What follows belongs to an exercise in optimizing a design on an open flow for small area, a short achievable clock period and few clock cycles per item; a production flow would make more cautious choices. At most, simulation tests tie the RTL to the original design; equivalence was not proved. For runs 3 and 4, only the layout was checked, not whether the RTL still works. Power and IR drop assume default switching activity.

==> flow/design.v <==
package rv_isa_pkg;
    typedef enum logic [6:0] {
        OP_LUI    = 7'b0110111,
        OP_AUIPC  = 7'b0010111,
        OP_JAL    = 7'b1101111,
        OP_JALR   = 7'b1100111,
        OP_BRANCH = 7'b1100011,
        OP_LOAD   = 7'b0000011,
        OP_STORE  = 7'b0100011,
        OP_OP_IMM = 7'b0010011,
        OP_OP     = 7'b0110011,
        OP_IMM_32 = 7'b0011011,
        OP_OP_32  = 7'b0111011,
        OP_SYSTEM = 7'b1110011
    } opcode_t;
    typedef enum logic [3:0] {
        ALU_ADD, ALU_SUB, ALU_AND, ALU_OR,
        ALU_XOR, ALU_SLL, ALU_SRL, ALU_SRA,
        ALU_SLT, ALU_SLTU, ALU_SEQ, ALU_SNE,
        ALU_SGE, ALU_SGEU
    } alu_op_t;
    typedef enum logic [1:0] {
        JUMP_NEVER,
        JUMP_ALWAYS,
        JUMP_ON_ALU
    } jump_cond_t;
endpackage
package ex_stage_pkg;
    localparam int XLEN_DEFAULT = 64;
    localparam int WORD_W = 32;
    localparam int INSTR_W = 32;
    typedef logic [INSTR_W-1:0] instr_t;
    typedef logic [WORD_W-1:0]  word_t;
endpackage
module ex_sequencer (
    input  logic                 clk,
    input  logic                 reset,
    input  logic                 execute_enable,
    input  logic                 flush,
    input  ex_stage_pkg::instr_t instruction,
    output logic                 bubble,
    output logic                 execute_done
);
    assign bubble = (instruction == '0);
    always_ff @(posedge clk) begin
        if (reset) begin
            execute_done <= 1'b0;
        end else begin
            execute_done <= execute_enable && !flush;
        end
    end
endmodule
module ex_operand_select #(
    parameter int XLEN = ex_stage_pkg::XLEN_DEFAULT
) (
    input  rv_isa_pkg::opcode_t  op_code,
    input  logic [XLEN-1:0]      pc,
    input  logic [XLEN-1:0]      reg_a,
    input  logic [XLEN-1:0]      reg_b,
    input  logic [XLEN-1:0]      immed,
    output logic [XLEN-1:0]      operand_a,
    output logic [XLEN-1:0]      operand_b
);
    always_comb begin
        case (op_code)
            rv_isa_pkg::OP_AUIPC: begin
                operand_a = pc;
                operand_b = immed;
            end
            rv_isa_pkg::OP_LUI: begin
                operand_a = '0;
                operand_b = immed;
            end
            rv_isa_pkg::OP_JAL, rv_isa_pkg::OP_JALR: begin
                operand_a = pc;
                operand_b = XLEN'(4);
            end
            rv_isa_pkg::OP_BRANCH, rv_isa_pkg::OP_OP, rv_isa_pkg::OP_OP_32: begin
                operand_a = reg_a;
                operand_b = reg_b;
            end
            default: begin
                operand_a = reg_a;
                operand_b = immed;
            end
        endcase
    end
endmodule
module ex_alu #(
    parameter int XLEN = ex_stage_pkg::XLEN_DEFAULT
) (
    input  logic [XLEN-1:0]     operand_a,
    input  logic [XLEN-1:0]     operand_b,
    input  rv_isa_pkg::alu_op_t alu_op,
    input  logic                word_op,
    input  logic                bubble,
    output logic [XLEN-1:0]     result
);
    localparam int W = ex_stage_pkg::WORD_W;
    logic sub;
    logic sel_sum, sel_and, sel_or, sel_xor, sel_srl, sel_sll, sel_cmp;
    logic is_sll, is_sra;
    always_comb begin
        sub     = 1'b0;
        sel_sum = 1'b0;
        sel_and = 1'b0;
        sel_or  = 1'b0;
        sel_xor = 1'b0;
        sel_srl = 1'b0;
        sel_sll = 1'b0;
        sel_cmp = 1'b0;
        case (alu_op)
            rv_isa_pkg::ALU_ADD:  sel_sum = 1'b1;
            rv_isa_pkg::ALU_SUB:  begin sel_sum = 1'b1; sub = 1'b1; end
            rv_isa_pkg::ALU_AND:  sel_and = 1'b1;
            rv_isa_pkg::ALU_OR:   sel_or  = 1'b1;
            rv_isa_pkg::ALU_XOR:  sel_xor = 1'b1;
            rv_isa_pkg::ALU_SLL:  sel_sll = 1'b1;
            rv_isa_pkg::ALU_SRL, rv_isa_pkg::ALU_SRA: sel_srl = 1'b1;
            rv_isa_pkg::ALU_SLT, rv_isa_pkg::ALU_SLTU,
            rv_isa_pkg::ALU_SGE, rv_isa_pkg::ALU_SGEU: begin sel_cmp = 1'b1; sub = 1'b1; end
            rv_isa_pkg::ALU_SEQ, rv_isa_pkg::ALU_SNE: sel_cmp = 1'b1;
            default: ;
        endcase
    end
    assign is_sll = (alu_op == rv_isa_pkg::ALU_SLL);
    assign is_sra = (alu_op == rv_isa_pkg::ALU_SRA);
    logic [XLEN-1:0] b_inv;
    logic [XLEN-1:0] sum;
    logic            carry;
    logic            lt_u;
    logic            lt_s;
    logic            eq;
    logic            cmp_bit;
    assign b_inv = operand_b ^ {XLEN{sub}};
    ex_adder #(.XLEN(XLEN), .SKLANSKY(1'b1)) adder_i (
        .a    (operand_a),
        .b    (b_inv),
        .cin  (sub),
        .sum  (sum),
        .cout (carry)
    );
    logic [XLEN-1:0] x_ab;
    logic [XLEN-1:0] n_ab;
    assign x_ab = operand_a ^ operand_b;
    assign n_ab = operand_a & operand_b;
    assign lt_u = ~carry;
    assign lt_s = lt_u ^ operand_a[XLEN-1] ^ operand_b[XLEN-1];
    assign eq   = ~|x_ab;
    always_comb begin
        case (alu_op)
            rv_isa_pkg::ALU_SLT:  cmp_bit = lt_s;
            rv_isa_pkg::ALU_SLTU: cmp_bit = lt_u;
            rv_isa_pkg::ALU_SEQ:  cmp_bit = eq;
            rv_isa_pkg::ALU_SNE:  cmp_bit = ~eq;
            rv_isa_pkg::ALU_SGE:  cmp_bit = ~lt_s;
            rv_isa_pkg::ALU_SGEU: cmp_bit = ~lt_u;
            default:              cmp_bit = 1'b0;
        endcase
    end
    logic [5:0]      shamt;
    logic [XLEN-1:0] sh_in;
    logic            fill;
    logic [XLEN-1:0] sh [0:6];
    logic [XLEN-1:0] sh_rev;
    assign shamt = {operand_b[5] & ~word_op, operand_b[4:0]};
    assign fill  = is_sra & (word_op ? operand_a[W-1] : operand_a[XLEN-1]);
    always_comb begin
        for (int i = 0; i < XLEN; i++) begin
            if (is_sll)                 sh_in[i] = operand_a[XLEN-1-i];
            else if (word_op && i >= W) sh_in[i] = fill;
            else                        sh_in[i] = operand_a[i];
        end
    end
    always_comb begin
        sh[0] = sh_in;
        for (int s = 0; s < 6; s++) begin
            for (int i = 0; i < XLEN; i++) begin
                if (!shamt[s])                sh[s+1][i] = sh[s][i];
                else if (i + (1 << s) < XLEN) sh[s+1][i] = sh[s][i + (1 << s)];
                else                          sh[s+1][i] = fill;
            end
        end
        for (int i = 0; i < XLEN; i++) sh_rev[i] = sh[6][XLEN-1-i];
    end
    logic            k_n;
    logic            k_x;
    logic [XLEN-1:0] res;
    assign k_n = sel_and | sel_or;
    assign k_x = sel_xor | sel_or;
    always_comb begin
        res = ({XLEN{sel_sum & ~bubble}} & sum)
            | ({XLEN{k_n & ~bubble}}     & n_ab)
            | ({XLEN{k_x & ~bubble}}     & x_ab)
            | ({XLEN{sel_srl & ~bubble}} & sh[6])
            | ({XLEN{sel_sll & ~bubble}} & sh_rev);
        res[0] = res[0] | (sel_cmp & ~bubble & cmp_bit);
    end
    assign result = res;
endmodule
module ex_adder #(
    parameter int XLEN     = ex_stage_pkg::XLEN_DEFAULT,
    parameter bit SKLANSKY = 1'b1
) (
    input  logic [XLEN-1:0] a,
    input  logic [XLEN-1:0] b,
    input  logic            cin,
    output logic [XLEN-1:0] sum,
    output logic            cout
);
    localparam int LOGN = $clog2(XLEN);
    localparam int NLEV = SKLANSKY ? LOGN : 2 * LOGN - 1;
    logic [XLEN-1:0] p;
    logic [XLEN-1:0] g [0:NLEV];
    logic [XLEN-1:0] t [0:NLEV];
    assign p = a ^ b;
    always_comb begin
        g[0] = a & b;
        g[0][0] = (a[0] & b[0]) | (p[0] & cin);
        t[0] = p;
    end
    genvar l, i;
    generate
        for (l = 0; l < NLEV; l++) begin : lev
            for (i = 0; i < XLEN; i++) begin : bitpos
                localparam int D  = SKLANSKY ? (1 << l)
                                  : (l < LOGN ? (1 << l) : (1 << (2 * LOGN - 2 - l)));
                localparam bit SK_ON = ((i / D) % 2) == 1;
                localparam int SK_J  = (i / D) * D - 1;
                localparam bit BK_UP = (l < LOGN) && ((i % (2 * D)) == (2 * D - 1));
                localparam bit BK_DN = (l >= LOGN) && (i >= 3 * D - 1)
                                       && (((i - (3 * D - 1)) % (2 * D)) == 0);
                localparam bit ON = SKLANSKY ? SK_ON : (BK_UP || BK_DN);
                localparam int J  = SKLANSKY ? SK_J : i - D;
                if (ON) begin : comb
                    assign g[l+1][i] = g[l][i] | (t[l][i] & g[l][J]);
                    assign t[l+1][i] = t[l][i] & t[l][J];
                end else begin : pass
                    assign g[l+1][i] = g[l][i];
                    assign t[l+1][i] = t[l][i];
                end
            end
        end
    endgenerate
    assign sum  = p ^ {g[NLEV][XLEN-2:0], cin};
    assign cout = g[NLEV][XLEN-1];
endmodule
module ex_branch_resolve #(
    parameter int XLEN = ex_stage_pkg::XLEN_DEFAULT
) (
    input  logic                   clk,
    input  logic                   bubble,
    input  rv_isa_pkg::jump_cond_t jump_if,
    input  logic                   jump_absolute,
    input  logic [XLEN-1:0]        pc,
    input  logic [XLEN-1:0]        reg_a,
    input  logic [XLEN-1:0]        immed,
    input  logic [XLEN-1:0]        alu_result,
    output logic                   jump_taken,
    output logic [XLEN-1:0]        jump_pc
);
    logic            always_q;
    logic            on_alu_q;
    logic [XLEN-1:0] target_q;
    logic [XLEN-1:0] base;
    logic [XLEN-1:0] target;
    logic            target_cout;
    assign base = jump_absolute ? reg_a : pc;
    ex_adder #(.XLEN(XLEN), .SKLANSKY(1'b0)) target_adder_i (
        .a    (base),
        .b    (immed),
        .cin  (1'b0),
        .sum  (target),
        .cout (target_cout)
    );
    always_ff @(posedge clk) begin
        always_q <= !bubble && (jump_if == rv_isa_pkg::JUMP_ALWAYS);
        on_alu_q <= !bubble && (jump_if == rv_isa_pkg::JUMP_ON_ALU);
        target_q <= target;
    end
    assign jump_taken = always_q || (on_alu_q && (alu_result == XLEN'(1)));
    assign jump_pc    = jump_taken ? target_q : '0;
endmodule
module execute_stage #(
    parameter int XLEN = ex_stage_pkg::XLEN_DEFAULT
) (
    input  logic                   clk,
    input  logic                   reset,
    input  logic                   execute_enable,
    input  logic                   flush,
    input  ex_stage_pkg::instr_t   instruction,
    input  logic [XLEN-1:0]        pc,
    input  logic [XLEN-1:0]        reg_a,
    input  logic [XLEN-1:0]        reg_b,
    input  rv_isa_pkg::opcode_t    op_code,
    input  rv_isa_pkg::alu_op_t    alu_op,
    input  logic                   word_op,
    input  logic [XLEN-1:0]        immed,
    input  rv_isa_pkg::jump_cond_t jump_if,
    input  logic                   jump_absolute,
    output logic [XLEN-1:0]        alu_data_out,
    output logic [XLEN-1:0]        jump_pc,
    output logic                   jump_taken,
    output logic                   execute_done
);
    logic            bubble;
    logic [XLEN-1:0] operand_a;
    logic [XLEN-1:0] operand_b;
    logic [XLEN-1:0] alu_result;
    ex_sequencer sequencer_i (
        .clk            (clk),
        .reset          (reset),
        .execute_enable (execute_enable),
        .flush          (flush),
        .instruction    (instruction),
        .bubble         (bubble),
        .execute_done   (execute_done)
    );
    ex_operand_select #(.XLEN(XLEN)) operand_select_i (
        .op_code   (op_code),
        .pc        (pc),
        .reg_a     (reg_a),
        .reg_b     (reg_b),
        .immed     (immed),
        .operand_a (operand_a),
        .operand_b (operand_b)
    );
    ex_alu #(.XLEN(XLEN)) alu_i (
        .operand_a (operand_a),
        .operand_b (operand_b),
        .alu_op    (alu_op),
        .word_op   (word_op),
        .bubble    (bubble),
        .result    (alu_result)
    );
    logic [XLEN-1:0] result_q;
    logic            word_q;
    always_ff @(posedge clk) begin
        result_q <= alu_result;
        word_q   <= word_op;
    end
    localparam int W = ex_stage_pkg::WORD_W;
    assign alu_data_out = {word_q ? {(XLEN-W){result_q[W-1]}} : result_q[XLEN-1:W],
                           result_q[W-1:0]};
    ex_branch_resolve #(.XLEN(XLEN)) branch_resolve_i (
        .clk           (clk),
        .bubble        (bubble),
        .jump_if       (jump_if),
        .jump_absolute (jump_absolute),
        .pc            (pc),
        .reg_a         (reg_a),
        .immed         (immed),
        .alu_result    (alu_data_out),
        .jump_taken    (jump_taken),
        .jump_pc       (jump_pc)
    );
endmodule
==> flow/run.sh <==
#!/bin/bash
# synth_recipe.tcl (not shown) runs the flow's synth.tcl, then flattens the netlist and writes it again
# the make line also repeats each setting of config.mk as NAME=value (left out here)
make -C /OpenROAD-flow-scripts/flow DESIGN_CONFIG=/design/flow/config.mk WORK_HOME=/design/flow/orfs CLKGATE_MAP_FILE= SYNTH_SCRIPT=/design/flow/synth_recipe.tcl finish
==> flow/config.mk <==
export PLATFORM = sky130hd
export DESIGN_NAME = execute_stage
export DESIGN_NICKNAME = execute_stage
export VERILOG_FILES = /design/flow/design.v
export SDC_FILE = /design/flow/constraint.sdc
export NUM_CORES = 4
export LEC_CHECK = 0
export ABC_AREA = 1
export CAP_MARGIN = 40
export CORE_MARGIN = 2
export CORE_UTILIZATION = 30
export SETUP_SLACK_MARGIN = 3
export SLEW_MARGIN = 30
==> flow/constraint.sdc <==
create_clock -name core_clock -period 9.0 [get_ports {clk}]
set_input_delay 1.8000 -clock core_clock [delete_from_list [all_inputs] [get_ports {clk}]]
set_output_delay 1.8000 -clock core_clock [all_outputs]
set_load 0.01 [all_outputs]
==> flow_summary_export.csv, run 1 <==
group,metric,value,unit
status,status,"complete, no violations",
logic_synthesis,syn_inst,3447,
logic_synthesis,ys_seq_area_share,12.7,%
floorplan,fp.dieArea,71700,sq um
detailed_routing,vias_per_cell,5.76,
placement,dp_hpwl,104000,microns
timing,tightestPinTransition,1.12,ns
floorplan,dieWidth,268,microns
detailed_routing,final_antenna_net_count,0,
detailed_routing,wirelength,126000,microns
pwr,fin_total_pwr,0.00356,W
detailed_routing,first_pass_iters,9,
detailed_routing,drtIter0Drc,4101,
timing,timing.final.hold_violations,0,
floorplan,row_count,96,
worst_setup_path,cp_num_buf_inv,7,
placement,port_buffers,436,
global_route,antenna_found_initial,18,
global_route,grt_overflow,0,
logic_synthesis,yosys.area.top_type_share,20.1,%
finish,drive_gt1_share,6.54,%
worst_setup_path,worstPathCellList,"clkdlybuf4s50_1 -> nand2_2 -> nor2_1 -> nand2_2 -> nand2_8 -> clkinv_8 -> nand2_8 -> clkinvlp_4 -> nand2_1 -> o21ai_2 -> inv_1 -> nand2_1 -> o21ai_0 -> fa_1 -> inv_1 -> a21oi_1 -> o21bai_1 -> buf_4 -> buf_4 -> fa_1 -> xnor2_1 -> nor2_1 -> a221oi_1 -> nand3_1",
worst_setup_path,cp_top_family,"simple AND/OR/NAND/NOR gates",
clock_tree,tritoncts,"done",
timing,setup-tns-final,0,ns
clock_tree,clock-sinks,132,
worst_setup_path,cp_slowest_cell,"a221oi_1",
clock_tree,numCtsBuffers,17,
pwr,irDropWorstVdd,0.148,mV
logic_synthesis,yosysWarnings,2188,
finish,fin_cells,4720,
logic_synthesis,postSynth.asyncResetShare,0,%
floorplan,die_h,268,microns
global_route,grt_use_total,34.3,%
timing,slew_viol_final,0,
detailed_routing,route.vias.total,27200,
logic_synthesis,yosysTopAreaCell,"nand3_1",
global_route,grt_pass1_vias,24800,
worst_setup_path,arrival,6.23,ns
clock_tree,path_clk_slew,0.07,ns
worst_setup_path,crit_type,"in2reg",
finish,syn2layout_area_growth,29.4,%
detailed_routing,route.detailed.drc,0,
placement,gp_congestion,1.05,
timing,period_share,65.8,%
worst_hold_path,min_path_type,"in2reg",
global_route,grt_max_degree,75,
detailed_routing,wl_per_cell,26.7,microns
floorplan,io_pins,437,
timing,setup_violations,0,
logic_synthesis,syn_avg_cell_area,6.05,sq um
pwr,power_density,132,nW/um^2
timing,fmax,169,MHz
clock_tree,cts_max_level,4,
logic_synthesis,ys_types,53,
logic_synthesis,syn-num-nets,3979,
floorplan,core,68700,sq um
logic_synthesis,synth.ff_latch_count,132,
placement,place.detailed.instances,4649,
timing,period_needed,5.92,ns
run,maxCapViolations,0,
logic_synthesis,netlist_area,20900,sq um
finish,nFillCells,7503,
logic_synthesis,yosys_most_used_dff,"dfxtp_1",
finish,fin_util,39.3,%
worst_setup_path,cp-end-kind,"flop",
timing,maxSlewHeadroom,25.1,%
worst_setup_path,required,9.31,ns
worst_setup_path,max_stage_delay,0.85,ns
clock_tree,clock_path_buffers,2,
pwr,power_leakage,12.6,nW
floorplan,initial_core_util,30.4,%
worst_setup_path,start_kind,"input pin",
logic_synthesis,synth.top_cells.by_area,"nand3_1, nand2_1, dfxtp_1",
worst_setup_path,crit_fanout,19,
finish,nets,4294,
global_route,grt_first_pass_wirelength,175000,microns
timing,rsz0062_at_grt,"yes",
clock_tree,cts-root-buf,"clkbuf_16",
logic_synthesis,synth-edff-count,0,
[flip-flops by register name (all words and copies together), names as in the netlist]
register                   count
result_q                      64
word_q                         1
branch_resolve_i.on_alu_q      1
branch_resolve_i.target_q     64
sequencer_i.execute_done       1
branch_resolve_i.always_q      1
[worst paths after layout]
check | startpoint | endpoint | slack [ns] | cells past startpoint
worst max-delay path | op_code[0] | result_q[5]$_DFF_P_ | 3.08 | 24
worst min-delay path | reset | sequencer_i.execute_done$_SDFF_PP0_ | 1.84 | 2
[cell usage in the layout, fill, tap and decap left out, types with 20 or more instances in the layout]
cell	count
inv_1	271
ha_1	186
nand2_1	813
fa_1	38
xor2_1	92
nor2_1	210
buf_4	78
or2_2	24
o21ai_1	24
a32o_1	66
a21oi_1	139
dfxtp_1	132
nand4_1	52
mux2_2	33
o21ai_0	60
nor3_1	22
nand3b_1	20
clkdlybuf4s50_1	432
o211ai_1	27
nand3_1	838
nor4_1	31
[synth_stat cells, drive strengths merged (2+ instances only)]
library cell	n
xor2	92
a211oi	6
xnor2	9
nand3	838
o21bai	6
buf	126
mux2	33
nor4	33
nor3	27
ha	187
o211ai	27
nand4	52
a21o	7
a2111oi	2
clkinv	3
dfxtp	132
a21oi	144
or2	27
a221oi	11
a21boi	4
nand3b	20
inv	281
o21a	3
o31ai	3
nor2	216
nand2	830
a31oi	9
fa	38
o22ai	5
a32o	66
a22o	3
clkbuf	107
a31o	3
o21ai	92
[cells by family (layout without fill, tap and decap cells)]
| group | after synthesis | after routing | share of synthesized area [%] |
|---|---|---|---|
| AO/OA/AOI/OAI | 394 | 394 | 12.3 |
| other | 0 | 14 | 0 |
| XOR/XNOR | 101 | 101 | 4.24 |
| buffers and inverters | 517 | 843 | 10.3 |
| adder cells (fa/ha/maj) | 225 | 225 | 14.9 |
| AND/OR/NAND/NOR | 2045 | 2047 | 43.8 |
| multiplexers | 33 | 33 | 1.78 |
| flip-flops | 132 | 132 | 12.7 |
[what timing repair did]
action                                  in CTS  in global routing
resized for setup                           27                 41
buffers inserted                            10                 11
endpoints found under the setup margin      63                 63
cloned                                       1                  1
pin swaps                                    6                  4
hold buffers                                 0                  0
[power by group]
| group | internal, W | switching (W) | leakage, nW |
|---|---|---|---|
| Sequential | 0.000711 | 0.0000726 | 1.11 |
| Combinational | 0.000767 | 0.00127 | 11.2 |
| Clock | 0.000373 | 0.000369 | 0.282 |
| Total | 0.00185 | 0.00171 | 12.6 |
[layer usage]
layer	vias up	share of wire [%]	track usage, %
met1	12800	39	44.4
met2	1646	43	52.1
met3	341	11	7.35
li1	12400	-	-
met5	-	0.021	0
met4	4	7.0	20.9
[final cells by class]
class | count | area [sq um] | share of cell area (%)
Inverter | 284 | 1090 | 4.04
Clock buffer | 18 | 439 | 1.63
Tap cell | 931 | 1160 | 4.31
Timing Repair Buffer | 527 | 5130 | 19.0
Antenna cell | 14 | 35.0 | 0.130
Clock inverter | 14 | 133 | 0.491
Multi-Input combinational cell | 2800 | 16400 | 60.6
Sequential cell | 132 | 2640 | 9.78
[metrics by stage]
stage	hold slack, ns	setup WS [ns]	instance area [sq um]
2_1_floorplan	1.83	3.04	20900
3_3_place_gp	2.35	1.10	25900
3_5_place_dp	2.35	0.948	25900
4_1_cts	1.81	3.02	26700
5_1_grt	1.83	2.96	27000
6_report	1.84	3.08	27000
Testbench counts, summed over its fixed seeds: cycles 3,208, items 3,200.
==> inputs of run 2 (changes only) <==
--- a/flow/config.mk
+++ b/flow/config.mk
@@ -9,5 +9,4 @@
 export CAP_MARGIN = 40
 export CORE_MARGIN = 2
 export CORE_UTILIZATION = 30
-export SETUP_SLACK_MARGIN = 3
 export SLEW_MARGIN = 30
==> run 2 against run 1 <==
Combinational power decreased by 2%. Highest routed layer unchanged. Non-clock buffer count fell by 20. Worst setup slack got worse by 1.5 ns. Critical path depth up 11. Clock power about the same. Sequential share of layout area grew 0.17 points. Critical endpoint is now result_q[47]$_DFF_P_. Largest power group unchanged. Design area down 1.7%. First-iteration DRC count grew 0.68%.
==> flow_summary_export.csv, run 2 <==
group,metric,value,unit
status,status,"complete, no violations",
placement,port_buffers,436,
clock_tree,post_cts_buffers,0,
detailed_routing,wirelength,125000,microns
timing,slew_viol_final,0,
finish,drive_gt1_share,5.09,%
logic_synthesis,yosysMostFrequentCell,"nand3_1",
logic_synthesis,ys_types,53,
pwr,power_leakage,12.4,nW
worst_setup_path,crit_fanout,37,
run,maxCapViolations,0,
placement,dpl_cell_area,25900,sq um
worst_setup_path,max_stage_delay,0.52,ns
pwr,irDropWorstVdd,0.150,mV
worst_hold_path,min_path_type,"in2reg",
detailed_routing,route.detailed.drc,0,
floorplan,dieWidth,268,microns
timing,timing.final.hold_violations,0,
global_route,met1_usage,43.6,%
worst_setup_path,required,9.38,ns
placement,gp_congestion,1.05,
clock_tree,cts_hold_buf,0,
global_route,grt_pass1_vias,24800,
floorplan,die_h,268,microns
timing,period_share,82.7,%
timing,tightestPinTransition,1.10,ns
detailed_routing,drtIter0Drc,4129,
detailed_routing,wl_per_cell,26.7,microns
timing,period_needed,7.44,ns
logic_synthesis,yosysWarnings,2188,
logic_synthesis,netlist_area,20900,sq um
floorplan,io_pins,437,
clock_tree,numCtsBuffers,17,
floorplan,initial_core_util,30.4,%
placement,dp_hpwl,104000,microns
finish,finalInstanceArea,26500,sq um
detailed_routing,route.vias.total,27100,
timing,maxSlewHeadroom,26.4,%
logic_synthesis,ys_seq_area_share,12.7,%
logic_synthesis,yosysTopAreaCell,"nand3_1",
clock_tree,tritoncts,"done",
pwr,power_density,132,nW/um^2
logic_synthesis,synth.top_cells.by_area,"nand3_1, nand2_1, dfxtp_1",
worst_setup_path,cp_slowest_cell,"clkdlybuf4s50_1",
clock_tree,clock-sinks,132,
logic_synthesis,syn-num-nets,3979,
timing,fmax,134,MHz
global_route,grt_util_met2,52.1,%
global_route,grt_first_pass_wirelength,174000,microns
clock_tree,clock_path_buffers,2,
logic_synthesis,postSynth.asyncResetShare,0,%
placement,post-place-ws,0.948,ns
global_route,grt_max_degree,75,
worst_setup_path,crit_type,"in2reg",
floorplan,fp.dieArea,71700,sq um
clock_tree,post_cts_resized,0,
finish,nets,4272,
logic_synthesis,yosys.area.top_type_share,20.1,%
clock_tree,path_clk_slew,0.08,ns
floorplan,row_count,96,
finish,mostFrequentLayoutCell,"nand3_1",
floorplan,core,68700,sq um
timing,setup_violations,0,
logic_synthesis,syn_inst,3447,
worst_setup_path,start_kind,"input pin",
global_route,antenna_found_initial,20,
finish,layout_common_cells,"nand3_1, nand2_1, clkdlybuf4s50_1, inv_1, nor2_1",
global_route,use_met3,8.16,%
clock_tree,cts-root-buf,"clkbuf_16",
finish,syn2layout_area_growth,27.2,%
logic_synthesis,yosys_most_used_dff,"dfxtp_1",
detailed_routing,vias_per_cell,5.78,
detailed_routing,first_pass_iters,9,
logic_synthesis,synth-edff-count,0,
timing,setup-tns-final,0,ns
worst_setup_path,path_depth,35,
timing,final_critical_path_setup_slack,1.56,ns
detailed_routing,final_antenna_net_count,0,
global_route,grt_use_total,34.1,%
worst_setup_path,cp_num_buf_inv,6,
worst_setup_path,cp-startpoint,"op_code[1]",
worst_setup_path,crit_top_cell,"nand2_1",
worst_setup_path,setup.worst_path.end,"result_q[47]$_DFF_P_",
worst_setup_path,arrival,7.82,ns
worst_setup_path,cp-end-kind,"flop",
timing,rsz0062_at_grt,"no",
finish,reg_top3,"branch_resolve_i.target_q: 64 flops, result_q: 64 flops",
logic_synthesis,synth.ff_latch_count,132,
logic_synthesis,ys_top_cells_by_count,"nand3_1, nand2_1, inv_1",
global_route,grt_busiest_layer,"met2",
global_route,grt_overflow,0,
worst_setup_path,cp_top_family,"simple AND/OR/NAND/NOR gates",
logic_synthesis,syn_avg_cell_area,6.05,sq um
clock_tree,cts_max_level,4,
pwr,fin_total_pwr,0.00352,W
-- run 2: changes by cell type in the layout (fill, tap and decap cells not counted), moves of 6 or more --
cell	before	now
o21ai_2	6	0
buf_4	78	65
nand2_1	813	824
nand2_2	11	4
-- run 2: per-stage QoR --
step           hold WS, ns  instances  util [%]
2_1_floorplan         1.83       3447         -
3_3_place_gp          2.35       4646      37.7
3_5_place_dp          2.35       4649      37.7
4_1_cts               1.81       4681      38.5
5_1_grt               1.83       4692      38.6
6_report              1.84       4695      38.6
-- run 2: how the worst min path moves through the flow --
stage / start / endpoint / depth (start not counted)
floorplan: word_op / word_q$_DFF_P_ / 0
global placement: reset / sequencer_i.execute_done$_SDFF_PP0_ / 2
detailed placement: reset / sequencer_i.execute_done$_SDFF_PP0_ / 2
CTS: reset / sequencer_i.execute_done$_SDFF_PP0_ / 2
global route: reset / sequencer_i.execute_done$_SDFF_PP0_ / 2
finish: reset / sequencer_i.execute_done$_SDFF_PP0_ / 2
-- run 2: kinds of logic (layout without fill, tap and decap cells) --
kind of cell | count (synthesis) | count (layout) | synth area share, %
AOI/OAI and AO/OA | 394 | 394 | 12.3
other | 0 | 11 | 0
xor gates and xnor gates | 101 | 101 | 4.24
muxes | 33 | 33 | 1.78
adders and majority gates | 225 | 225 | 14.9
and+or+nand+nor | 2045 | 2045 | 43.8
DFF | 132 | 132 | 12.7
buffers and inverters | 517 | 823 | 10.3
-- run 2: area by class of cell --
type	count	area [sq um]
inverter	284	1070
sequential	132	2640
antenna	11	27.5
clock inverter	14	133
clock buffer	18	439
tap	931	1160
fill	7532	42200
multi-input combinational	2798	16200
timing repair buffer	507	4910
-- run 2: power breakdown --
group | switching [W] | internal [W]
combinational | 0.00125 | 0.000740
clock | 0.000370 | 0.000373
sequential | 0.0000731 | 0.000711
-- run 2: metal layers --
| metal | share of wire [%] | routed length [microns] |
|---|---|---|
| met1 | 40 | 49700 |
| met5 | 0.063 | 79 |
| met3 | 10 | 13100 |
| met4 | 6.9 | 8620 |
| met2 | 43 | 53600 |
==> inputs of run 3 (changes only) <==
--- a/flow/design.v
+++ b/flow/design.v
@@ -133,17 +133,17 @@
     logic            eq;
     logic            cmp_bit;
     assign b_inv = operand_b ^ {XLEN{sub}};
+    logic [XLEN-1:0] x_ab;
+    logic [XLEN-1:0] n_ab;
     ex_adder #(.XLEN(XLEN), .SKLANSKY(1'b1)) adder_i (
         .a    (operand_a),
         .b    (b_inv),
         .cin  (sub),
         .sum  (sum),
-        .cout (carry)
+        .cout (carry),
+        .prop (x_ab),
+        .gen  (n_ab)
     );
-    logic [XLEN-1:0] x_ab;
-    logic [XLEN-1:0] n_ab;
-    assign x_ab = operand_a ^ operand_b;
-    assign n_ab = operand_a & operand_b;
     assign lt_u = ~carry;
     assign lt_s = lt_u ^ operand_a[XLEN-1] ^ operand_b[XLEN-1];
     assign eq   = ~|x_ab;
@@ -206,7 +206,9 @@
     input  logic [XLEN-1:0] b,
     input  logic            cin,
     output logic [XLEN-1:0] sum,
-    output logic            cout
+    output logic            cout,
+    output logic [XLEN-1:0] prop,
+    output logic [XLEN-1:0] gen
 );
     localparam int LOGN = $clog2(XLEN);
     localparam int NLEV = SKLANSKY ? LOGN : 2 * LOGN - 1;
@@ -242,6 +244,8 @@
             end
         end
     endgenerate
+    assign prop = p;
+    assign gen  = a & b;
     assign sum  = p ^ {g[NLEV][XLEN-2:0], cin};
     assign cout = g[NLEV][XLEN-1];
 endmodule
@@ -271,7 +275,9 @@
         .b    (immed),
         .cin  (1'b0),
         .sum  (target),
-        .cout (target_cout)
+        .cout (target_cout),
+        .prop (),
+        .gen  ()
     );
     always_ff @(posedge clk) begin
         always_q <= !bubble && (jump_if == rv_isa_pkg::JUMP_ALWAYS);
==> flow/flow/run.sh (new file) <==
#!/bin/bash
# Standard layout, with the smallest buffer on the ports instead of the tool's pick.
set -euo pipefail
export BUFFER_PORTS_ARGS="-buffer_cell sky130_fd_sc_hd__buf_1"
bash standard.sh > standard.log 2>&1
==> flow/standard.sh (new file) <==
#!/bin/bash
# synth_recipe.tcl (not shown) runs the flow's synth.tcl, then flattens the netlist and writes it again
# the make line also repeats each setting of config.mk as NAME=value (left out here)
make -C /OpenROAD-flow-scripts/flow DESIGN_CONFIG=/design/flow/config.mk WORK_HOME=/design/flow/orfs CLKGATE_MAP_FILE= SYNTH_SCRIPT=/design/flow/synth_recipe.tcl "${@:-finish}"
--- a/flow/config.mk
+++ b/flow/config.mk
@@ -9,4 +9,5 @@
 export CAP_MARGIN = 40
 export CORE_MARGIN = 2
 export CORE_UTILIZATION = 30
+export SETUP_SLACK_MARGIN = 4
 export SLEW_MARGIN = 30
removed: flow/run.sh
==> run 3 against run 2 <==
Still clean. First-iteration DRC count shrank 12%. Clock power grew 5.0%. Combinational power rose by 7%. Utilization increased by 0.35 points. Non-clock buffer count rose by 52. Synthesized cell count shrank 2.4%. Critical endpoint is now result_q[0]$_DFF_P_. Via count increased by 0.59%. Highest routed layer unchanged. Design area decreased by 3.3%. Global-route usage increased by 0.11 points. Critical path type unchanged. Area after synthesis is 4.4% lower.
==> flow_summary_export.csv, run 3 <==
group,metric,value,unit
detailed_routing,route.detailed.drc,0,
finish,drive_gt1_share,13.8,%
timing,final_critical_path_setup_slack,3.75,ns
logic_synthesis,yosysMostFrequentCell,"nand3_1",
finish,nFillCells,7196,
clock_tree,clock-sinks,132,
global_route,grt_pass1_vias,24900,
pwr,irDropWorstVdd,0.125,mV
logic_synthesis,yosys_most_used_dff,"dfxtp_1",
logic_synthesis,postSynth.asyncResetShare,0,%
worst_hold_path,hp-start,"reset",
clock_tree,cts_max_level,4,
global_route,antenna_found_initial,5,
placement,gp_congestion,1.07,
logic_synthesis,netlist_area,20000,sq um
placement,dp_hpwl,93500,microns
timing,rsz0062_at_grt,"yes",
logic_synthesis,ys_seq_area_share,13.2,%
clock_tree,clock_path_buffers,2,
finish,syn2layout_area_growth,28.7,%
run,maxCapViolations,0,
global_route,grt_max_degree,72,
worst_setup_path,required,9.39,ns
floorplan,dieWidth,262,microns
logic_synthesis,synth.top_cells.by_area,"nand3_1, nand2_1, dfxtp_1",
detailed_routing,route.vias.total,27300,
floorplan,initial_core_util,30.3,%
logic_synthesis,synth.ff_latch_count,132,
global_route,grt_use_total,34.2,%
worst_setup_path,crit_fanout,31,
timing,setup_violations,0,
finish,nets,4185,
detailed_routing,wirelength,122000,microns
logic_synthesis,ys_top_cells_by_count,"nand3_1, nand2_1, inv_1",
floorplan,row_count,94,
timing,period_share,58.3,%
logic_synthesis,syn-num-nets,3833,
clock_tree,cts-root-buf,"clkbuf_16",
logic_synthesis,yosysWarnings,2188,
status,status,"complete, no violations",
timing,slew_viol_final,0,
worst_setup_path,setup.worst_path.end,"result_q[0]$_DFF_P_",
timing,maxSlewHeadroom,44.5,%
clock_tree,numCtsBuffers,17,
pwr,power_density,144,nW/um^2
worst_setup_path,arrival,5.64,ns
finish,reg_top3,"branch_resolve_i.target_q: 64 flops, result_q: 64 flops",
logic_synthesis,yosysTopAreaCell,"nand3_1",
detailed_routing,vias_per_cell,5.93,
worst_setup_path,cp-startpoint,"op_code[6]",
clock_tree,tritoncts,"done",
logic_synthesis,syn_avg_cell_area,5.93,sq um
pwr,fin_total_pwr,0.00370,W
finish,layout_common_cells,"nand3_1, nand2_1, buf_1, inv_1, nor2_1",
placement,port_buffers,436,
clock_tree,cts_hold_buf,0,
detailed_routing,wl_per_cell,26.6,microns
timing,setup-tns-final,0,ns
global_route,grt_overflow,0,
worst_hold_path,min_path_type,"in2reg",
clock_tree,path_clk_slew,0.08,ns
detailed_routing,drtIter0Drc,3640,
floorplan,die_h,262,microns
pwr,power_leakage,11.4,nW
worst_setup_path,start_kind,"input pin",
detailed_routing,first_pass_iters,9,
logic_synthesis,syn_inst,3363,
logic_synthesis,yosys.area.top_type_share,21.5,%
floorplan,fp.dieArea,68600,sq um
placement,post-place-ws,2.12,ns
logic_synthesis,synth-edff-count,0,
finish,mostFrequentLayoutCell,"nand3_1",
floorplan,core,65900,sq um
worst_setup_path,crit_type,"in2reg",
floorplan,io_pins,437,
logic_synthesis,ys_types,54,
worst_setup_path,cp-end-kind,"flop",
detailed_routing,final_antenna_net_count,0,
timing,period_needed,5.25,ns
global_route,grt_first_pass_wirelength,170000,microns
timing,tightestPinTransition,0.833,ns
timing,fmax,191,MHz
timing,timing.final.hold_violations,0,
worst_hold_path,holdPathStages,2,
==> run 3: cell count changes after synthesis, moves of 11 or more <==
cell,change
nand2_1,-77
a32o_1,-63
ha_1,-62
a32oi_1,+56
clkbuf_1,+31
inv_1,+29
buf_1,-26
nand3_1,+20
o21ai_0,+16
o221ai_1,+11
o22ai_1,+11
==> run 3: through the flow <==
stage	util, %	std cells	hold slack, ns	instance area [sq um]
floorplan	-	3363	1.83	20200
global route	39.0	4596	1.45	25700
finish	39.0	4598	1.42	25700
CTS	37.1	4552	1.40	24400
detailed placement	33.7	4470	1.96	22200
global placement	33.5	4464	1.96	22100
==> run 3: final cells by class <==
| class | instances | area, sq um | area share (%) |
|---|---|---|---|
| Multi-Input combinational cell | 2686 | 16900 | 65.9 |
| Timing Repair Buffer | 559 | 3100 | 12.1 |
| Sequential cell | 132 | 2640 | 10.3 |
| Inverter | 313 | 1240 | 4.85 |
| Tap cell | 864 | 1080 | 4.21 |
| Clock buffer | 17 | 425 | 1.66 |
| Clock inverter | 15 | 183 | 0.711 |
| Timing Repair inverter | 6 | 56.3 | 0.219 |
| Antenna cell | 6 | 15.0 | 0.0585 |
==> run 3: cells by family after synthesis <==
| kind of cell | after synthesis | synth area share, % |
|---|---|---|
| buf+inv | 548 | 11.4 |
| compound gates | 421 | 13.1 |
| simple gates | 1964 | 44.2 |
| mux | 33 | 1.86 |
| flops | 132 | 13.2 |
| xor+xnor | 102 | 4.48 |
| fa+ha+maj | 163 | 11.6 |
==> run 3: where the power goes <==
| part | switching, W | internal [W] | total [W] |
|---|---|---|---|
| logic | 0.00143 | 0.000703 | 0.00213 |
| clock network | 0.000384 | 0.000396 | 0.000780 |
| registers | 0.0000795 | 0.000715 | 0.000795 |
| total | 0.00189 | 0.00181 | 0.00370 |
==> run 3: what timing repair did <==
| item | in CTS | in global routing |
|---|---|---|
| setup buffers | 36 | 34 |
| setup endpoints to repair | 141 | 77 |
| hold endpoints to repair | 0 | 0 |
| gates cloned | 14 | 5 |
| gates resized for setup | 204 | 198 |
| pin swaps | 46 | 83 |
==> run 3: layer usage <==
metal  track usage, %  vias up  share of wire (%)
met2             52.9     1954                 43
met3             8.02      450                 11
met5                0        -              0.071
met1             41.6    12700                 37
li1                 -    12200                  -
met4             24.8        2                9.1
==> run 3: worst min-delay path by stage <==
stage	slack [ns]	endpoint
2_1_floorplan	1.83	word_q$_DFF_P_
3_3_place_gp	1.96	sequencer_i.execute_done$_SDFF_PP0_
3_5_place_dp	1.96	sequencer_i.execute_done$_SDFF_PP0_
4_1_cts	1.40	sequencer_i.execute_done$_SDFF_PP0_
5_1_grt	1.45	sequencer_i.execute_done$_SDFF_PP0_
6_report	1.42	sequencer_i.execute_done$_SDFF_PP0_
==> run 3: critical path, cell delays in order <==
cell     delay (ns)
buf_12         0.10
nand2_8        0.05
nor2_4         0.13
nand2_2        0.08
o21ai_4        0.09
nand2_4        0.11
nand2_8        0.20
inv_6          0.20
a32oi_1        0.41
xor2_1         0.25
ha_1           0.36
nor4_1         0.51
nand4_1        0.27
nor3_1         0.25
nand4_1        0.17
nand4_1        0.12
o21ai_0        0.08
inv_1          0.05
nand2_1        0.04
nor2_1         0.08
nand3_1        0.07
nand2_1        0.06
nand4_1        0.08
==> inputs of run 4 (changes only) <==
--- a/flow/design.v
+++ b/flow/design.v
@@ -119,7 +119,7 @@
             rv_isa_pkg::ALU_SRL, rv_isa_pkg::ALU_SRA: sel_srl = 1'b1;
             rv_isa_pkg::ALU_SLT, rv_isa_pkg::ALU_SLTU,
             rv_isa_pkg::ALU_SGE, rv_isa_pkg::ALU_SGEU: begin sel_cmp = 1'b1; sub = 1'b1; end
-            rv_isa_pkg::ALU_SEQ, rv_isa_pkg::ALU_SNE: sel_cmp = 1'b1;
+            rv_isa_pkg::ALU_SEQ, rv_isa_pkg::ALU_SNE: begin sel_cmp = 1'b1; sub = 1'b1; end
             default: ;
         endcase
     end
@@ -131,6 +131,7 @@
     logic            lt_u;
     logic            lt_s;
     logic            eq;
+    logic            all_prop;
     logic            cmp_bit;
     assign b_inv = operand_b ^ {XLEN{sub}};
     logic [XLEN-1:0] x_ab;
@@ -141,12 +142,13 @@
         .cin  (sub),
         .sum  (sum),
         .cout (carry),
+        .pall (all_prop),
         .prop (x_ab),
         .gen  (n_ab)
     );
     assign lt_u = ~carry;
     assign lt_s = lt_u ^ operand_a[XLEN-1] ^ operand_b[XLEN-1];
-    assign eq   = ~|x_ab;
+    assign eq   = all_prop;
     always_comb begin
         case (alu_op)
             rv_isa_pkg::ALU_SLT:  cmp_bit = lt_s;
@@ -207,6 +209,7 @@
     input  logic            cin,
     output logic [XLEN-1:0] sum,
     output logic            cout,
+    output logic            pall,
     output logic [XLEN-1:0] prop,
     output logic [XLEN-1:0] gen
 );
@@ -244,6 +247,7 @@
             end
         end
     endgenerate
+    assign pall = t[NLEV][XLEN-1];
     assign prop = p;
     assign gen  = a & b;
     assign sum  = p ^ {g[NLEV][XLEN-2:0], cin};
@@ -276,6 +280,7 @@
         .cin  (1'b0),
         .sum  (target),
         .cout (target_cout),
+        .pall (),
         .prop (),
         .gen  ()
     );
==> run 4 against run 3 <==
Still clean on timing, DRC and antenna. Sequential power shrank 0.8%. Sequential cell count is the same. Synthesized cell count shrank 0.62%. Sequential share of layout area is essentially flat. Critical endpoint is now result_q[45]$_DFF_P_. Highest routed layer unchanged.
==> flow_summary_export.csv, run 4 <==
group,metric,value,unit
worst_setup_path,start_kind,"input pin",
logic_synthesis,yosysTopAreaCell,"nand3_1",
worst_setup_path,cp-end-kind,"flop",
finish,drive_gt1_share,14.8,%
timing,setup_violations,0,
global_route,grt_max_degree,73,
global_route,grt_overflow,0,
pwr,fin_total_pwr,0.00363,W
floorplan,fp.dieArea,68400,sq um
clock_tree,cts-root-buf,"clkbuf_16",
detailed_routing,first_pass_iters,8,
clock_tree,cts_hold_buf,0,
clock_tree,clock_path_buffers,2,
detailed_routing,drtIter0Drc,3707,
worst_setup_path,required,9.39,ns
logic_synthesis,syn-num-nets,3812,
clock_tree,clock-sinks,132,
logic_synthesis,ys_types,55,
logic_synthesis,ys_top_cells_by_count,"nand3_1, nand2_1, inv_1",
floorplan,core,65700,sq um
floorplan,row_count,94,
finish,syn2layout_area_growth,29.6,%
timing,slew_viol_final,0,
placement,gp_congestion,1.06,
detailed_routing,route.detailed.drc,0,
run,maxCapViolations,0,
pwr,irDropWorstVdd,0.124,mV
logic_synthesis,yosys_most_used_dff,"dfxtp_1",
finish,reg_top3,"branch_resolve_i.target_q: 64 flops, result_q: 64 flops",
detailed_routing,final_antenna_net_count,0,
finish,layout_common_cells,"nand3_1, nand2_1, buf_1, inv_1, nor2_1",
logic_synthesis,syn_avg_cell_area,5.96,sq um
logic_synthesis,yosysMostFrequentCell,"nand3_1",
clock_tree,numCtsBuffers,17,
timing,rsz0062_at_grt,"yes",
placement,post-place-ws,1.87,ns
global_route,grt_pass1_vias,23700,
worst_hold_path,min_path_type,"in2reg",
detailed_routing,wl_per_cell,24.5,microns
worst_setup_path,crit_type,"in2reg",
detailed_routing,wirelength,113000,microns
placement,dp_hpwl,85600,microns
pwr,power_leakage,11.8,nW
clock_tree,path_clk_slew,0.07,ns
clock_tree,cts_max_level,4,
logic_synthesis,synth.ff_latch_count,132,
logic_synthesis,yosysWarnings,2188,
timing,tightestPinTransition,0.914,ns
pwr,power_density,141,nW/um^2
detailed_routing,route.vias.total,26900,
placement,dpl_cell_area,22000,sq um
timing,fmax,194,MHz
floorplan,io_pins,437,
detailed_routing,vias_per_cell,5.82,
worst_setup_path,arrival,5.55,ns
status,status,"complete, no violations",
timing,period_share,57.3,%
worst_hold_path,holdPathStages,2,
timing,final_critical_path_setup_slack,3.84,ns
timing,timing.final.hold_violations,0,
global_route,grt_first_pass_wirelength,157000,microns
floorplan,die_h,262,microns
logic_synthesis,postSynth.asyncResetShare,0,%
global_route,antenna_found_initial,7,
floorplan,initial_core_util,30.3,%
clock_tree,tritoncts,"done",
logic_synthesis,synth-edff-count,0,
worst_setup_path,cp-startpoint,"op_code[2]",
finish,fin_util,39.2,%
logic_synthesis,ys_seq_area_share,13.3,%
worst_setup_path,crit_fanout,8,
finish,nets,4212,
floorplan,dieWidth,262,microns
logic_synthesis,netlist_area,19900,sq um
timing,setup-tns-final,0,ns
logic_synthesis,synth.top_cells.by_area,"nand3_1, nand2_1, dfxtp_1",
global_route,grt_use_total,31.3,%
worst_setup_path,setup.worst_path.end,"result_q[45]$_DFF_P_",
logic_synthesis,yosys.area.top_type_share,21.4,%
finish,finalInstanceArea,25800,sq um
timing,period_needed,5.16,ns
logic_synthesis,syn_inst,3342,
timing,maxSlewHeadroom,39.1,%
finish,mostFrequentLayoutCell,"nand3_1",
placement,port_buffers,436,
-- run 4: changes by cell type after synthesis, moves of 13 or more --
cell      previous run  this run
buf_1               21        37
a22oi_1              1        56
a32oi_1             56         0
o21ai_1             35        22
nand3b_1            15        29
buf_2               34        51
clkbuf_1           137       100
nor4_1              31        16
nor2_1             208       181
-- run 4: layout make-up --
class                      count  area, sq um
fill                        7034        40000
multi-input combinational   2665        16700
timing repair buffer         593         3380
sequential                   132         2640
inverter                     324         1300
tap                          864         1080
clock buffer                  17          425
clock inverter                15          179
timing repair inverter         9          106
antenna                        4         10.0
-- run 4: worst max-delay path, cell delays in order --
cell,delay [ns]
buf_2,0.13
nand2_1,0.11
nor2_4,0.07
nand2_4,0.09
buf_12,0.13
nand3_4,0.19
clkbuf_16,0.25
buf_12,0.13
o21ai_4,0.32
ha_1,0.37
nand4_1,0.20
inv_1,0.09
a21oi_2,0.20
nand2_4,0.11
buf_12,0.15
nand2_8,0.11
nand3_4,0.22
buf_4,0.22
nand3_2,0.07
nand2_2,0.08
o21ai_2,0.11
nand2_1,0.09
a21oi_4,0.19
nand3_1,0.09
-- run 4: cells by family after synthesis --
group / after synthesis / share of synthesized area, %
XOR/XNOR: 104 / 4.58
adder cells (fa/ha/maj): 163 / 11.7
AO/OA/AOI/OAI: 418 / 13.1
AND/OR/NAND/NOR: 1940 / 44.0
multiplexers: 32 / 1.80
buffers and inverters: 553 / 11.5
flip-flops: 132 / 13.3
-- run 4: worst min path at each step --
stage / from / to / slack, ns
after floorplan: word_op / word_q$_DFF_P_ / 1.83
after global placement: reset / sequencer_i.execute_done$_SDFF_PP0_ / 1.96
after detailed placement: reset / sequencer_i.execute_done$_SDFF_PP0_ / 1.97
after CTS: reset / sequencer_i.execute_done$_SDFF_PP0_ / 1.41
after global routing: reset / sequencer_i.execute_done$_SDFF_PP0_ / 1.45
final: reset / sequencer_i.execute_done$_SDFF_PP0_ / 1.44
-- run 4: what timing repair did --
item	4_1_cts	5_1_grt
endpoints found under the setup margin	93	144
setup buffers	38	71
pin swaps	25	116
gates cloned	13	11
resized for setup	158	290
-- run 4: metrics by stage --
stage               hold WS (ns)  cells
global placement            1.96   4450
finish                      1.44   4623
detailed placement          1.97   4454
global route                1.45   4620
floorplan                   1.83   3342
CTS                         1.41   4537
-- run 4: routing by layer --
layer	global-route usage [%]	vias to the layer above	wire length (microns)
met5	0	-	31
met4	20.4	6	8600
met3	7.72	349	12800
met2	47.8	1829	48700
met1	39.1	12500	43200
li1	-	12200	-
-- run 4: report_power, final --
part / switching, W / total (W) / internal, W
logic: 0.00135 / 0.00205 / 0.000696
registers: 0.0000733 / 0.000789 / 0.000716
clock network: 0.000391 / 0.000789 / 0.000398
==> inputs of run 5 (changes only) <==
--- a/flow/design.v
+++ b/flow/design.v
@@ -263,7 +263,7 @@
     input  logic [XLEN-1:0]        pc,
     input  logic [XLEN-1:0]        reg_a,
     input  logic [XLEN-1:0]        immed,
-    input  logic [XLEN-1:0]        alu_result,
+    input  logic                   result_is_one,
     output logic                   jump_taken,
     output logic [XLEN-1:0]        jump_pc
 );
@@ -289,7 +289,7 @@
         on_alu_q <= !bubble && (jump_if == rv_isa_pkg::JUMP_ON_ALU);
         target_q <= target;
     end
-    assign jump_taken = always_q || (on_alu_q && (alu_result == XLEN'(1)));
+    assign jump_taken = always_q || (on_alu_q && result_is_one);
     assign jump_pc    = jump_taken ? target_q : '0;
 endmodule
 module execute_stage #(
@@ -353,6 +353,9 @@
     localparam int W = ex_stage_pkg::WORD_W;
     assign alu_data_out = {word_q ? {(XLEN-W){result_q[W-1]}} : result_q[XLEN-1:W],
                            result_q[W-1:0]};
+    logic result_is_one;
+    assign result_is_one = result_q[0] && (result_q[W-1:1] == '0)
+                           && (word_q || (result_q[XLEN-1:W] == '0));
     ex_branch_resolve #(.XLEN(XLEN)) branch_resolve_i (
         .clk           (clk),
         .bubble        (bubble),
@@ -361,7 +364,7 @@
         .pc            (pc),
         .reg_a         (reg_a),
         .immed         (immed),
-        .alu_result    (alu_data_out),
+        .result_is_one (result_is_one),
         .jump_taken    (jump_taken),
         .jump_pc       (jump_pc)
     );
==> run 5 against run 4 <==
Clock-buffer cell count is the same. Non-clock buffer count decreased by 15. Final cell count grew 0.22%. Combinational power about the same. Routed wire length is 1.8% higher. Area after synthesis grew 0.54%. Worst hold slack better by 0.0099 ns. Sequential share of layout area up 0.056 points. Clock power fell by 3.5%. Critical path depth is 1 higher. Global-route usage grew 0.22 points. Die area grew 0.53%. Critical endpoint is now result_q[16]$_DFF_P_.
==> flow_summary_export.csv, run 5 <==
group,metric,value,unit
floorplan,row_count,94,
run,maxCapViolations,0,
finish,nets,4226,
clock_tree,tritoncts,"done",
logic_synthesis,postSynth.asyncResetShare,0,%
timing,setup-tns-final,0,ns
worst_setup_path,arrival,5.50,ns
timing,timing.final.hold_violations,0,
worst_setup_path,cp_num_buf_inv,5,
worst_setup_path,cp-end-kind,"flop",
clock_tree,clock-sinks,132,
finish,syn2layout_area_growth,28.1,%
worst_setup_path,crit_top_cell,"nand2_8",
logic_synthesis,ys_top_cells_by_count,"nand3_1, nand2_1, inv_1",
global_route,grt_pass1_vias,24500,
pwr,internal-power,0.00180,W
clock_tree,clock_path_buffers,2,
pwr,swShare,50.0,%
pwr,p_switching,0.00180,W
global_route,grt_first_pass_wirelength,162000,microns
detailed_routing,vias_per_cell,5.80,
logic_synthesis,syn_avg_cell_area,5.93,sq um
global_route,antenna_found_initial,3,
logic_synthesis,synth-edff-count,0,
timing,maxSlewHeadroom,45.9,%
timing,period_share,57.1,%
timing,final_critical_path_setup_slack,3.86,ns
floorplan,core,65900,sq um
worst_setup_path,path_depth,25,
finish,reg_top3,"branch_resolve_i.target_q: 64 flops, result_q: 64 flops",
pwr,fin_total_pwr,0.00359,W
finish,mostFrequentLayoutCell,"nand3_1",
worst_setup_path,max_stage_delay,0.52,ns
worst_setup_path,cp_slowest_cell,"fa_2",
global_route,grt_overflow,0,
finish,n_antenna_cell,0,
logic_synthesis,synth.ff_latch_count,132,
timing,rsz0062_at_grt,"yes",
worst_setup_path,cp-startpoint,"op_code[6]",
floorplan,dieWidth,262,microns
clock_tree,path_clk_slew,0.07,ns
worst_setup_path,crit_type,"in2reg",
timing,fmax,195,MHz
timing,period_needed,5.14,ns
global_route,met1_usage,38.2,%
timing,setup_violations,0,
logic_synthesis,syn_inst,3373,
placement,post-place-ws,1.98,ns
worst_setup_path,cp_top_family,"simple AND/OR/NAND/NOR gates",
timing,slew_viol_final,0,
global_route,grt_use_total,31.5,%
timing,tightestPinTransition,0.812,ns
detailed_routing,route.detailed.drc,0,
detailed_routing,route.vias.total,26900,
status,status,"complete, no violations",
global_route,grt_util_met2,49.2,%
logic_synthesis,ys_types,55,
detailed_routing,wirelength,115000,microns
detailed_routing,drtIter0Drc,3692,
worst_setup_path,crit_fanout,5,
pwr,p_seq_share,21.6,%
logic_synthesis,syn-num-nets,3843,
timing,fin_hold_ws,1.45,ns
worst_setup_path,start_kind,"input pin",
clock_tree,cts_max_level,4,
logic_synthesis,yosys.area.top_type_share,21.3,%
placement,gp_congestion,1.03,
finish,layout_common_cells,"nand3_1, nand2_1, buf_1, inv_1, nor2_1",
global_route,use_met3,7.67,%
finish,drive_gt1_share,14.1,%
clock_tree,cts-root-buf,"clkbuf_16",
floorplan,fp.dieArea,68800,sq um
pwr,pwr-share-comb,57.2,%
worst_setup_path,setup.worst_path.end,"result_q[16]$_DFF_P_",
detailed_routing,wl_per_cell,24.9,microns
logic_synthesis,netlist_area,20000,sq um
logic_synthesis,yosysMostFrequentCell,"nand3_1",
pwr,power_density,140,nW/um^2
finish,nFillCells,7230,
logic_synthesis,yosysTopAreaCell,"nand3_1",
floorplan,initial_core_util,30.4,%
logic_synthesis,yosysWarnings,2188,
floorplan,die_h,262,microns
detailed_routing,first_pass_iters,9,
logic_synthesis,ys_seq_area_share,13.2,%
worst_setup_path,required,9.37,ns
placement,port_buffers,436,
detailed_routing,final_antenna_net_count,0,
logic_synthesis,yosys_most_used_dff,"dfxtp_1",
placement,dp_hpwl,87800,microns
logic_synthesis,synth.top_cells.by_area,"nand3_1, nand2_1, dfxtp_1",
floorplan,io_pins,437,
global_route,grt_max_degree,71,
pwr,power_leakage,11.8,nW
clock_tree,cts_hold_buf,0,
pwr,p_clk_share,21.2,%
pwr,irDropWorstVdd,0.149,mV
worst_hold_path,min_path_type,"in2reg",
clock_tree,numCtsBuffers,17,
global_route,grt_busiest_layer,"met2",
## run 5: changes by cell type in the layout (fill, tap and decap cells not counted), moves of 10 or more
| cell | previous run | this run |
|---|---|---|
| nand3_2 | 16 | 31 |
| o21ai_0 | 36 | 65 |
| inv_2 | 20 | 30 |
| nand2_2 | 46 | 36 |
| o21ai_1 | 32 | 47 |
| inv_1 | 294 | 321 |
| nand2_1 | 700 | 680 |
| buf_4 | 109 | 88 |
| nand3_1 | 825 | 810 |
## run 5: how the worst min path moves through the flow
stage,startpoint,end,slack [ns],cells after the start
floorplan,word_op,word_q$_DFF_P_,1.83,0
global placement,flush,sequencer_i.execute_done$_SDFF_PP0_,1.96,2
detailed placement,flush,sequencer_i.execute_done$_SDFF_PP0_,1.96,2
CTS,flush,sequencer_i.execute_done$_SDFF_PP0_,1.42,2
global route,reset,sequencer_i.execute_done$_SDFF_PP0_,1.45,2
finish,flush,sequencer_i.execute_done$_SDFF_PP0_,1.45,2
## run 5: cell families after synthesis
group                      synth area share, %
and+or+nand+nor                           42.8
adders and majority gates                 11.6
buffers and inverters                     12.0
muxes                                     1.80
AOI/OAI and AO/OA                         14.1
DFF                                       13.2
xor gates and xnor gates                  4.51
## run 5: per-stage QoR
stage | utilization [%] | instance area (sq um) | instances
6_report | 38.9 | 25600 | 4633
5_1_grt | 38.9 | 25600 | 4633
4_1_cts | 36.5 | 24000 | 4575
3_5_place_dp | 33.7 | 22200 | 4485
3_3_place_gp | 33.6 | 22100 | 4481
2_1_floorplan | - | 20200 | 3373
## run 5: timing repair
| action | CTS | global route |
|---|---|---|
| buffers inserted | 45 | 51 |
| pin swaps | 40 | 109 |
| cloned | 13 | 6 |
| gates resized for setup | 153 | 288 |
| endpoints found under the setup margin | 81 | 130 |
## run 5: layer usage
metal,part of all wire [%],up-vias
met3,10,371
met5,0.011,-
li1,-,12300
met2,44,1666
met4,8.0,2
met1,38,12500
## run 5: area by class of cell
type,instances,area (sq um),share of cell area [%]
clock buffers,17,425,1.66
clock inverters,15,183,0.713
inverters,357,1400,5.45
multi-input cells,2667,16600,64.8
flip-flops and latches,132,2640,10.3
well taps,864,1080,4.22
repair buffers,578,3270,12.7
repair inverters,3,33.8,0.132
## run 5: power by group through the flow
stage          logic, W  registers [W]  clock network, W
6_report        0.00206       0.000777          0.000761
5_1_grt         0.00221       0.000788          0.000796
4_1_cts         0.00181       0.000777          0.000779
3_5_place_dp    0.00169       0.000790                 0
3_3_place_gp    0.00169       0.000789                 0
2_1_floorplan   0.00114       0.000761                 0
Testbench counts of run 5, summed over its fixed seeds: cycles 3,208, items 3,200.
==> inputs of run 6 (changes only) <==
--- a/flow/config.mk
+++ b/flow/config.mk
@@ -8,6 +8,6 @@
 export ABC_AREA = 1
 export CAP_MARGIN = 40
 export CORE_MARGIN = 2
-export CORE_UTILIZATION = 30
+export CORE_UTILIZATION = 40
 export SETUP_SLACK_MARGIN = 4
 export SLEW_MARGIN = 30
==> run 6 against run 5 <==
Final cell count fell by 3.8%. Total power shrank 0.57%. Non-clock buffer count grew 20. Area after synthesis unchanged. Routed wire length fell by 3.4%. Clock power barely moved. Largest power group unchanged. Critical endpoint is now result_q[41]$_DFF_P_. Utilization grew 13 points. Global-route usage grew 9.3 points. Die area is 25% lower. Synthesized cell count did not move. Still clean on timing, DRC and antenna. Sequential power barely moved. Sequential share of layout area about the same.
==> flow_summary_export.csv, run 6 <==
group,metric,value,unit
detailed_routing,route.detailed.drc,0,
finish,seqCellArea,2640,sq um
logic_synthesis,postSynth.asyncResetShare,0,%
timing,tightestPinTransition,0.925,ns
worst_setup_path,crit_type,"in2reg",
detailed_routing,wl_per_cell,25.0,microns
worst_setup_path,cp_top_family,"simple AND/OR/NAND/NOR gates",
floorplan,row_count,81,
floorplan,core,49200,sq um
worst_setup_path,start_kind,"input pin",
timing,fin_hold_ws,1.43,ns
logic_synthesis,yosys.area.top_type_share,21.3,%
placement,port_buffers,436,
detailed_routing,first_pass_iters,6,
global_route,grt_pass1_vias,23600,
pwr,irDropWorstVdd,0.164,mV
timing,fmax,191,MHz
worst_setup_path,cp_num_buf_inv,8,
pwr,power_density,139,nW/um^2
worst_hold_path,hp-start,"flush",
finish,fin_util,52.2,%
placement,dp_hpwl,82300,microns
worst_setup_path,crit_top_cell,"nand2_4",
worst_hold_path,hold_end,"sequencer_i.execute_done$_SDFF_PP0_",
logic_synthesis,synth-edff-count,0,
global_route,grt_max_degree,71,
finish,nets,4250,
timing,maxSlewHeadroom,38.3,%
worst_setup_path,required,9.40,ns
detailed_routing,route.vias.total,26900,
clock_tree,cts-root-buf,"clkbuf_16",
finish,reg_top3,"branch_resolve_i.target_q: 64 flops, result_q: 64 flops",
logic_synthesis,yosysMostFrequentCell,"nand3_1",
finish,nFillCells,5146,
worst_hold_path,holdPathStages,2,
detailed_routing,vias_per_cell,6.03,
clock_tree,numCtsBuffers,17,
logic_synthesis,yosys_most_used_dff,"dfxtp_1",
timing,setup_violations,0,
logic_synthesis,ys_types,55,
global_route,antenna_found_initial,3,
logic_synthesis,yosysWarnings,2188,
worst_hold_path,min_path_type,"in2reg",
detailed_routing,final_antenna_net_count,0,
placement,gp_congestion,1.04,
detailed_routing,drtIter0Drc,3720,
floorplan,dieWidth,228,microns
clock_tree,clock_path_buffers,2,
run,maxCapViolations,0,
floorplan,io_pins,437,
finish,syn2layout_area_growth,28.3,%
worst_setup_path,cp-end-kind,"flop",
finish,n_antenna_cell,0,
placement,dpl_cell_area,21800,sq um
logic_synthesis,synth.ff_latch_count,132,
finish,multi_input_area,16700,sq um
worst_setup_path,crit_fanout,7,
logic_synthesis,syn_inst,3373,
logic_synthesis,syn_avg_cell_area,5.93,sq um
worst_setup_path,max_stage_delay,0.40,ns
timing,timing.final.hold_violations,0,
timing,period_share,58.2,%
clock_tree,tritoncts,"done",
clock_tree,cts_max_level,4,
logic_synthesis,syn-num-nets,3843,
logic_synthesis,synth.top_cells.by_area,"nand3_1, nand2_1, dfxtp_1",
global_route,grt_use_total,40.8,%
status,status,"complete, no violations",
floorplan,die_h,228,microns
logic_synthesis,ys_top_cells_by_count,"nand3_1, nand2_1, inv_1",
timing,setup-tns-final,0,ns
finish,mostFrequentLayoutCell,"nand3_1",
timing,slew_viol_final,0,
timing,period_needed,5.24,ns
floorplan,initial_core_util,40.7,%
finish,drive_gt1_share,14.8,%
floorplan,fp.dieArea,51800,sq um
global_route,grt_overflow,0,
finish,finalInstanceArea,25700,sq um
finish,layout_common_cells,"nand3_1, nand2_1, buf_1, inv_1, nor2_1",
worst_setup_path,cp_slowest_cell,"ha_1",
global_route,grt_first_pass_wirelength,154000,microns
worst_setup_path,arrival,5.64,ns
logic_synthesis,ys_seq_area_share,13.2,%
placement,place.detailed.instances,4277,
logic_synthesis,netlist_area,20000,sq um
timing,rsz0062_at_grt,"yes",
detailed_routing,wirelength,112000,microns
clock_tree,path_clk_slew,0.07,ns
logic_synthesis,yosysTopAreaCell,"nand3_1",
clock_tree,clock-sinks,132,
finish,fin_cells,4457,
pwr,power_leakage,11.8,nW
==> run 6: changes by cell type in the layout (fill, tap and decap cells not counted), moves of 8 or more <==
| cell | before | now |
|---|---|---|
| a22oi_1 | 32 | 19 |
| nand3_2 | 31 | 23 |
| nand2_2 | 36 | 46 |
| o21ai_1 | 47 | 33 |
| buf_4 | 88 | 111 |
| a22oi_2 | 25 | 38 |
| nand2_1 | 680 | 670 |
==> run 6: layout make-up <==
cell class,instances,area share [%]
clock buffer,17,1.66
clock inverter,15,0.697
tap,664,3.24
timing repair buffer,598,13.2
multi-input combinational,2669,65.2
inverter,357,5.48
sequential,132,10.3
timing repair inverter,5,0.288
==> run 6: cell families (layout without fill, tap and decap cells) <==
family	Yosys count	after routing	synth area share, %
buffers and inverters	585	992	12.0
flip-flops	132	132	13.2
XOR/XNOR	103	103	4.51
AND/OR/NAND/NOR	1896	1908	42.8
adder cells (fa/ha/maj)	163	163	11.6
AO/OA/AOI/OAI	462	463	14.1
multiplexers	32	32	1.80
==> run 6: metrics by stage <==
step                setup WS [ns]  total power (W)
finish                       3.76          0.00357
CTS                          4.00          0.00329
global placement             1.75          0.00245
floorplan                    3.86          0.00190
global route                 3.73          0.00376
detailed placement           1.88          0.00244
==> run 6: how the worst max path moves through the flow <==
stage | start | endpoint | slack (ns) | cells after the start
2_1_floorplan | op_code[6] | result_q[32]$_DFF_P_ | 3.86 | 27
3_3_place_gp | op_code[6] | result_q[33]$_DFF_P_ | 1.75 | 22
3_5_place_dp | alu_op[0] | result_q[43]$_DFF_P_ | 1.88 | 26
4_1_cts | op_code[4] | result_q[54]$_DFF_P_ | 4.00 | 27
5_1_grt | op_code[0] | result_q[41]$_DFF_P_ | 3.73 | 27
6_report | op_code[0] | result_q[41]$_DFF_P_ | 3.76 | 27
==> run 6: power breakdown <==
| group | switching, W | internal, W |
|---|---|---|
| Combinational | 0.00134 | 0.000696 |
| Sequential | 0.0000592 | 0.000716 |
| Clock | 0.000364 | 0.000396 |
| Total | 0.00177 | 0.00181 |
==> run 6: timing repair <==
item                                    in CTS  in global routing
endpoints found under the setup margin      83                 76
setup buffers                               45                 78
gates resized for setup                    145                309
hold buffers                                 0                  0
pin swaps                                   26                140
endpoints found under the hold margin        0                  0
gates cloned                                14                 10
==> run 6: metal layers <==
layer	part of all wire, %	wire length (microns)	vias up	global-route usage [%]
li1	-	-	12300	-
met1	37	41500	12200	51.6
met2	42	46700	1934	60.8
met3	13	14000	380	10.9
met4	8.3	9240	2	27.5
met5	0.034	38	-	0

re-timing with driven ports:
In the flow no input, the clock included, has a driving cell. The finished layouts below were timed again as built, in two steps.
Step 1 assumes that a clkbuf_16 drives the clock port and a buf_2 every other input.
Step 2 times the ports against the registers' clock, not the clock port: input delays grow and output delays shrink by t, the midpoint of the rising clock arrivals with the driver on.
Three values: ideal, step 1, step 2; two values: the first two.
run | t (ns) | slack for setup (ns) | latest minus earliest clock arrival (ns)
run 1 | 0.548 | 3.079 / 3.122 / 2.574 | 0.015 / 0.015
run 2 | 0.552 | 1.555 / 1.598 / 1.046 | 0.015 / 0.016
run 3 | 0.581 | 3.751 / 3.747 / 3.166 | 0.015 / 0.015
run 4 | 0.563 | 3.842 / 3.861 / 3.298 | 0.027 / 0.028
run 5 | 0.565 | 3.864 / 3.861 / 3.296 | 0.019 / 0.018
run 6 | 0.568 | 3.762 / 3.800 / 3.232 | 0.016 / 0.016
After both steps every run listed still meets setup and hold. The setup slack of run 3, which loses most, moves by -0.004 ns with the drivers and by -0.585 ns with both steps.
